This design comes from an exercise in tuning for a short achievable clock period and few clock cycles per item on the open sky130 flow, not from production work. RTL that was checked went through simulation tests only; none was proved equivalent to the original.

==> inputs of 01-07 <==
==> flow/design.v <==
module mem_arbiter_n #(
  parameter int NUM_CH  = 4,
  parameter int ADDR_W  = 32,
  parameter int LINE_W  = 256,
  parameter int BURST_W = 64
) (
  input  logic                       clk,
  input  logic                       reset_n,
  input  logic [NUM_CH-1:0]          ch_read_i,
  input  logic [NUM_CH-1:0]          ch_write_i,
  input  logic [NUM_CH*ADDR_W-1:0]   ch_addr_i,
  input  logic [NUM_CH*LINE_W-1:0]   ch_wline_i,
  output logic [LINE_W-1:0]          ch_rline_o,
  output logic [NUM_CH-1:0]          ch_resp_o,
  output logic                       stall_o,
  input  logic                       resp_i,
  input  logic [BURST_W-1:0]         burst_i,
  output logic [BURST_W-1:0]         burst_o,
  output logic [ADDR_W-1:0]          address_o,
  output logic                       read_o,
  output logic                       write_o
);
  localparam int BEATS = LINE_W / BURST_W;
  localparam int CNT_W = $clog2(BEATS);
  localparam int CH_W  = (NUM_CH > 1) ? $clog2(NUM_CH) : 1;
  localparam int OFF_W = $clog2(LINE_W / 8);
  localparam int LA_W  = ADDR_W - OFF_W;
  localparam logic [CNT_W-1:0] CNT_LAST = CNT_W'(BEATS - 1);
  logic [NUM_CH-1:0] req;
  assign req = ch_read_i | ch_write_i;
  logic [NUM_CH-1:0] granted_q, req_q, wr_q;
  logic [NUM_CH-1:0] resp_q;           
  logic              resp_any_q;       
  assign stall_o = (|req) & ~resp_any_q;
  logic              sel_v_q;
  logic [CH_W-1:0]   sel_ch_q;
  logic [NUM_CH-1:0] elig;
  logic              elig_any;
  logic [CH_W-1:0]   choice;
  logic              can_choose, do_choose;
  logic [1:0]        v_q;
  logic              wp_q, rp_q;
  logic [LA_W-1:0]   s_addr_q [2];
  logic [LINE_W-1:0] s_line_q [2];
  logic              s_wr_q   [2];
  logic [CH_W-1:0]   s_ch_q   [2];
  assign elig       = req_q & ~granted_q;
  assign elig_any   = |elig;
  assign can_choose = !v_q[0] && !v_q[1] || !sel_v_q && !(v_q[0] && v_q[1]);
  assign do_choose  = can_choose && elig_any;
  logic [CH_W-1:0] rr_ptr_q;
  int              cand;
  always_comb begin
    choice = '0;
    cand   = 0;
    for (int i = NUM_CH - 1; i >= 0; i--) begin
      cand = int'(rr_ptr_q) + i;
      if (cand >= NUM_CH) cand = cand - NUM_CH;
      if (elig[cand[CH_W-1:0]]) choice = cand[CH_W-1:0];
    end
  end
  always_ff @(posedge clk or negedge reset_n) begin
    if (!reset_n) begin
      rr_ptr_q <= '0;
    end else if (do_choose) begin
      rr_ptr_q <= (int'(choice) == NUM_CH - 1) ? '0 : choice + 1'b1;
    end
  end
  always_ff @(posedge clk or negedge reset_n) begin
    if (!reset_n) begin
      granted_q <= '0;
      req_q     <= '0;
      wr_q      <= '0;
      sel_v_q   <= 1'b0;
      sel_ch_q  <= '0;
    end else begin
      req_q   <= req & ~granted_q;
      wr_q    <= ch_write_i;
      sel_v_q <= do_choose;
      if (do_choose) sel_ch_q <= choice;
      for (int c = 0; c < NUM_CH; c++) begin
        if (do_choose && choice == CH_W'(c)) granted_q[c] <= 1'b1;
        else if (resp_q[c])                  granted_q[c] <= 1'b0;
      end
    end
  end
  always_ff @(posedge clk) begin
    for (int s = 0; s < 2; s++) begin
      if (sel_v_q && wp_q == s[0]) begin
        s_addr_q[s] <= ch_addr_i[int'(sel_ch_q)*ADDR_W + OFF_W +: LA_W];
        s_line_q[s] <= ch_wline_i[int'(sel_ch_q)*LINE_W +: LINE_W];
        s_wr_q[s]   <= wr_q[sel_ch_q];
        s_ch_q[s]   <= sel_ch_q;
      end
    end
  end
  logic              act_q;
  logic [CNT_W-1:0]  cnt_q;
  logic [LA_W-1:0]   addr_q;
  logic [BURST_W-1:0] beat_q;
  logic              last_q;
  assign last_q    = (cnt_q == CNT_LAST);
  assign address_o = {addr_q, {OFF_W{1'b0}}};
  assign burst_o   = beat_q;
  logic              h_act, h_rd, h_wr, h_rp, t_act, t_rd, t_wr, t_rp;
  logic [CNT_W-1:0]  h_cnt, t_cnt;
  logic [LA_W-1:0]   h_addr, t_addr;
  logic [BURST_W-1:0] h_beat, t_beat;
  logic [1:0]        t_v_clr;
  always_comb begin
    h_act  = act_q;
    h_rd   = read_o;
    h_wr   = write_o;
    h_rp   = rp_q;
    h_cnt  = cnt_q;
    h_addr = addr_q;
    h_beat = beat_q;
    if (!act_q && v_q[rp_q]) begin
      h_act  = 1'b1;
      h_rd   = !s_wr_q[rp_q];
      h_wr   = s_wr_q[rp_q];
      h_cnt  = '0;
      h_addr = s_addr_q[rp_q];
      h_beat = s_line_q[rp_q][BURST_W-1:0];
    end
  end
  always_comb begin
    t_act   = h_act;
    t_rd    = h_rd;
    t_wr    = h_wr;
    t_rp    = h_rp;
    t_cnt   = h_cnt;
    t_addr  = h_addr;
    t_beat  = h_beat;
    t_v_clr = '0;
    if (act_q) begin
      if (last_q) begin
        t_v_clr[rp_q] = 1'b1;
        t_rp   = !rp_q;
        t_act  = v_q[!rp_q];
        t_rd   = v_q[!rp_q] && !s_wr_q[!rp_q];
        t_wr   = v_q[!rp_q] && s_wr_q[!rp_q];
        t_cnt  = '0;
        t_addr = s_addr_q[!rp_q];
        t_beat = s_line_q[!rp_q][BURST_W-1:0];
      end else begin
        t_cnt  = cnt_q + 1'b1;
        t_beat = s_line_q[rp_q][int'(cnt_q + 1'b1)*BURST_W +: BURST_W];
      end
    end
  end
  always_ff @(posedge clk or negedge reset_n) begin
    if (!reset_n) begin
      act_q   <= 1'b0;
      read_o  <= 1'b0;
      write_o <= 1'b0;
      rp_q    <= 1'b0;
      wp_q    <= 1'b0;
      cnt_q   <= '0;
      v_q     <= '0;
    end else begin
      act_q   <= resp_i ? t_act : h_act;
      read_o  <= resp_i ? t_rd  : h_rd;
      write_o <= resp_i ? t_wr  : h_wr;
      rp_q    <= resp_i ? t_rp  : h_rp;
      cnt_q   <= resp_i ? t_cnt : h_cnt;
      if (sel_v_q) wp_q <= !wp_q;
      for (int s = 0; s < 2; s++) begin
        if (sel_v_q && wp_q == s[0])       v_q[s] <= 1'b1;
        else if (resp_i && t_v_clr[s])     v_q[s] <= 1'b0;
      end
    end
  end
  always_ff @(posedge clk) begin
    addr_q <= resp_i ? t_addr : h_addr;
    beat_q <= resp_i ? t_beat : h_beat;
  end
  logic               st_v_q, st_last_q;
  logic [BURST_W-1:0] st_d_q;
  logic [CH_W-1:0]    st_ch_q;
  logic [LINE_W-1:0]  rline_q;
  assign ch_rline_o = rline_q;
  assign ch_resp_o  = resp_q;
  always_ff @(posedge clk or negedge reset_n) begin
    if (!reset_n) begin
      st_v_q     <= 1'b0;
      st_last_q  <= 1'b0;
      resp_q     <= '0;
      resp_any_q <= 1'b0;
    end else begin
      st_v_q     <= resp_i && act_q;
      st_last_q  <= resp_i && act_q && last_q;
      resp_q     <= st_last_q ? (NUM_CH'(1) << st_ch_q) : '0;
      resp_any_q <= st_last_q;
    end
  end
  always_ff @(posedge clk) begin
    st_d_q  <= write_o ? beat_q : burst_i;
    st_ch_q <= s_ch_q[rp_q];
    if (st_v_q) rline_q <= {st_d_q, rline_q[LINE_W-1:BURST_W]};
  end
endmodule
==> flow/run.sh <==
#!/bin/bash
# synth_recipe.tcl (not shown) runs the flow's synth.tcl, then flattens the netlist and writes it again
# the make line also repeats each setting of config.mk as NAME=value (left out here)
make -C /OpenROAD-flow-scripts/flow DESIGN_CONFIG=/design/flow/config.mk WORK_HOME=/design/flow/orfs CLKGATE_MAP_FILE= SYNTH_SCRIPT=/design/flow/synth_recipe.tcl finish
==> flow/config.mk <==
export PLATFORM = sky130hd
export DESIGN_NAME = mem_arbiter_n
export DESIGN_NICKNAME = mem_arbiter_n
export VERILOG_FILES = /design/flow/design.v
export SDC_FILE = /design/flow/constraint.sdc
export NUM_CORES = 4
export LEC_CHECK = 0
export CAP_MARGIN = 20
export CORE_AREA = 10 10 570 570
export DIE_AREA = 0 0 580 580
export SLEW_MARGIN = 20
==> flow/constraint.sdc <==
create_clock -name core_clock -period 4.5 [get_ports {clk}]
set_input_delay 0.9000 -clock core_clock [delete_from_list [all_inputs] [get_ports {clk}]]
set_output_delay 0.9000 -clock core_clock [all_outputs]
set_load 0.01 [all_outputs]
==> 09-24 (differences from 01-07) <==
==> flow/design.v, changed modules only <==
module mem_arbiter_n #(
  parameter int NUM_CH  = 4,
  parameter int ADDR_W  = 32,
  parameter int LINE_W  = 256,
  parameter int BURST_W = 64
) (
  input  logic                       clk,
  input  logic                       reset_n,
  input  logic [NUM_CH-1:0]          ch_read_i,
  input  logic [NUM_CH-1:0]          ch_write_i,
  input  logic [NUM_CH*ADDR_W-1:0]   ch_addr_i,
  input  logic [NUM_CH*LINE_W-1:0]   ch_wline_i,
  output logic [LINE_W-1:0]          ch_rline_o,
  output logic [NUM_CH-1:0]          ch_resp_o,
  output logic                       stall_o,
  input  logic                       resp_i,
  input  logic [BURST_W-1:0]         burst_i,
  output logic [BURST_W-1:0]         burst_o,
  output logic [ADDR_W-1:0]          address_o,
  output logic                       read_o,
  output logic                       write_o
);
  localparam int BEATS = LINE_W / BURST_W;
  localparam int CNT_W = $clog2(BEATS);
  localparam int CH_W  = (NUM_CH > 1) ? $clog2(NUM_CH) : 1;
  localparam int OFF_W = $clog2(LINE_W / 8);
  localparam int LA_W  = ADDR_W - OFF_W;
  localparam logic [CNT_W-1:0] CNT_LAST = CNT_W'(BEATS - 1);
  logic [NUM_CH-1:0] req;
  assign req = ch_read_i | ch_write_i;
  logic [NUM_CH-1:0] granted_q, req_q, wr_q;
  logic [NUM_CH-1:0] resp_q;           
  logic              resp_any_q;       
  assign stall_o = (|req) & ~resp_any_q;
  logic              nxt_v_q, nxt_wr_q;
  logic [CH_W-1:0]   nxt_ch_q;
  logic [NUM_CH-1:0] elig;
  logic [CH_W-1:0]   choice;
  logic              do_choose;
  assign elig      = req_q & ~granted_q;
  assign do_choose = !nxt_v_q && (|elig);
  logic [CH_W-1:0] rr_ptr_q;
  int              cand;
  always_comb begin
    choice = '0;
    cand   = 0;
    for (int i = NUM_CH - 1; i >= 0; i--) begin
      cand = int'(rr_ptr_q) + i;
      if (cand >= NUM_CH) cand = cand - NUM_CH;
      if (elig[cand[CH_W-1:0]]) choice = cand[CH_W-1:0];
    end
  end
  always_ff @(posedge clk or negedge reset_n) begin
    if (!reset_n) begin
      rr_ptr_q <= '0;
    end else if (do_choose) begin
      rr_ptr_q <= (int'(choice) == NUM_CH - 1) ? '0 : choice + 1'b1;
    end
  end
  logic              act_q;
  logic [CH_W-1:0]   act_ch_q;
  logic [CNT_W-1:0]  cnt_q;
  logic [LA_W-1:0]   addr_q;
  logic [BURST_W-1:0] beat_q;
  logic              last_q, start_h, start_t, take_nxt;
  assign last_q    = (cnt_q == CNT_LAST);
  assign address_o = {addr_q, {OFF_W{1'b0}}};
  assign burst_o   = beat_q;
  assign start_h  = !act_q && nxt_v_q;
  assign start_t  = act_q ? (last_q && nxt_v_q) : nxt_v_q;
  assign take_nxt = resp_i ? start_t : start_h;
  logic [CH_W-1:0]    src_ch_h, src_ch_t;
  logic [CNT_W-1:0]   src_bt_h, src_bt_t;
  logic [BURST_W-1:0] beat_h, beat_t;
  always_comb begin
    src_ch_h = act_q ? act_ch_q : nxt_ch_q;
    src_bt_h = act_q ? cnt_q : '0;
    src_ch_t = (act_q && !last_q) ? act_ch_q : nxt_ch_q;
    src_bt_t = (act_q && !last_q) ? cnt_q + 1'b1 : '0;
  end
  assign beat_h = ch_wline_i[int'(src_ch_h)*LINE_W + int'(src_bt_h)*BURST_W +: BURST_W];
  assign beat_t = ch_wline_i[int'(src_ch_t)*LINE_W + int'(src_bt_t)*BURST_W +: BURST_W];
  always_ff @(posedge clk) begin
    beat_q <= resp_i ? beat_t : beat_h;
    if (take_nxt) addr_q <= ch_addr_i[int'(nxt_ch_q)*ADDR_W + OFF_W +: LA_W];
    if (take_nxt) act_ch_q <= nxt_ch_q;
  end
  always_ff @(posedge clk or negedge reset_n) begin
    if (!reset_n) begin
      granted_q <= '0;
      req_q     <= '0;
      wr_q      <= '0;
      nxt_v_q   <= 1'b0;
      nxt_wr_q  <= 1'b0;
      nxt_ch_q  <= '0;
      act_q     <= 1'b0;
      read_o    <= 1'b0;
      write_o   <= 1'b0;
      cnt_q     <= '0;
    end else begin
      req_q <= req & ~granted_q;
      wr_q  <= ch_write_i;
      for (int c = 0; c < NUM_CH; c++) begin
        if (do_choose && choice == CH_W'(c)) granted_q[c] <= 1'b1;
        else if (resp_q[c])                  granted_q[c] <= 1'b0;
      end
      if (do_choose) begin
        nxt_v_q  <= 1'b1;
        nxt_ch_q <= choice;
        nxt_wr_q <= wr_q[choice];
      end else if (take_nxt) begin
        nxt_v_q  <= 1'b0;
      end
      if (take_nxt) begin
        act_q   <= 1'b1;
        read_o  <= !nxt_wr_q;
        write_o <= nxt_wr_q;
        cnt_q   <= '0;
      end else if (resp_i && act_q) begin
        cnt_q   <= cnt_q + 1'b1;
        if (last_q) begin
          act_q   <= 1'b0;
          read_o  <= 1'b0;
          write_o <= 1'b0;
        end
      end
    end
  end
  logic               st_v_q, st_last_q;
  logic [BURST_W-1:0] st_d_q;
  logic [CH_W-1:0]    st_ch_q;
  logic [LINE_W-1:0]  rline_q;
  assign ch_rline_o = rline_q;
  assign ch_resp_o  = resp_q;
  always_ff @(posedge clk or negedge reset_n) begin
    if (!reset_n) begin
      st_v_q     <= 1'b0;
      st_last_q  <= 1'b0;
      resp_q     <= '0;
      resp_any_q <= 1'b0;
    end else begin
      st_v_q     <= resp_i && act_q;
      st_last_q  <= resp_i && act_q && last_q;
      resp_q     <= st_last_q ? (NUM_CH'(1) << st_ch_q) : '0;
      resp_any_q <= st_last_q;
    end
  end
  always_ff @(posedge clk) begin
    st_d_q  <= write_o ? beat_q : burst_i;
    st_ch_q <= act_ch_q;
    if (st_v_q) rline_q <= {st_d_q, rline_q[LINE_W-1:BURST_W]};
  end
endmodule
==> impl_metrics.yaml <==
clock_network:
  clk_path_buf_depth: 4
  htreeDepth: 3
final_layout:
  final_area_um2: 68800
  seq_cell_count: 1018
  fillers: 32600
run_status:
  status: "finished clean"
power_and_ir_drop:
  p_clk_frac: 0.230
placement:
  dp_hpwl_um: 279000
# the run above: 01-07

==> impl_metrics.yaml <==
run_status:
  status: "finished clean"
final_layout:
  final_area_um2: 46900
  fillers: 34700
  seq_cell_count: 445
grt:
  grt_use_met3: 0.0733
power_and_ir_drop:
  p_clk_frac: 0.189
clock_network:
  htreeDepth: 2
  clk_path_buf_depth: 3
worst_setup_path:
  rr_endpoint: "beat_q[49]"
placement:
  dp_hpwl_um: 238000
# the run above: 09-24

Testbench counts of 01-07, summed over its fixed seeds: cycles 7,169, items 1,536.
No functional check of the RTL was part of 09-24.

separate check: timing with driven ports:
How much do the figures lean on ideal ports? The routed layouts below were timed once more, with nothing changed but the port constraints.
Step 1 (the two cells are an assumption about what drives the block):
set clk [get_ports {clk}]
set_driving_cell -lib_cell sky130_fd_sc_hd__clkbuf_16 $clk
set_driving_cell -lib_cell sky130_fd_sc_hd__buf_2 [delete_from_list [all_inputs] $clk]
Step 2 adds t to the input delays and takes it off the output delays; t is the mean of the earliest and latest rising clock arrival at the registers after step 1. Input paths then give back, and output paths get back, about the clock's delay inside the block.
Three values: no drivers, after step 1, after step 2; two values: the first two.
run | shift t [ns] | setup slack, ns | worst setup path at the end | latest minus earliest clock arrival (ns) | worst slew at a driven data input, ns
01-07 | 0.907 | 1.056 / 0.955 / 0.955 | input to output | 0.077 / 0.077 | 0.53
09-24 | 0.791 | 0.372 / 0.386 / -0.405 | input to register | 0.062 / 0.062 | 0.54
Met with ideal ports but missed after step 2: setup timing in 09-24. The setup slack of 09-24, which loses most, moves by +0.014 ns with the drivers and by -0.777 ns with both steps.
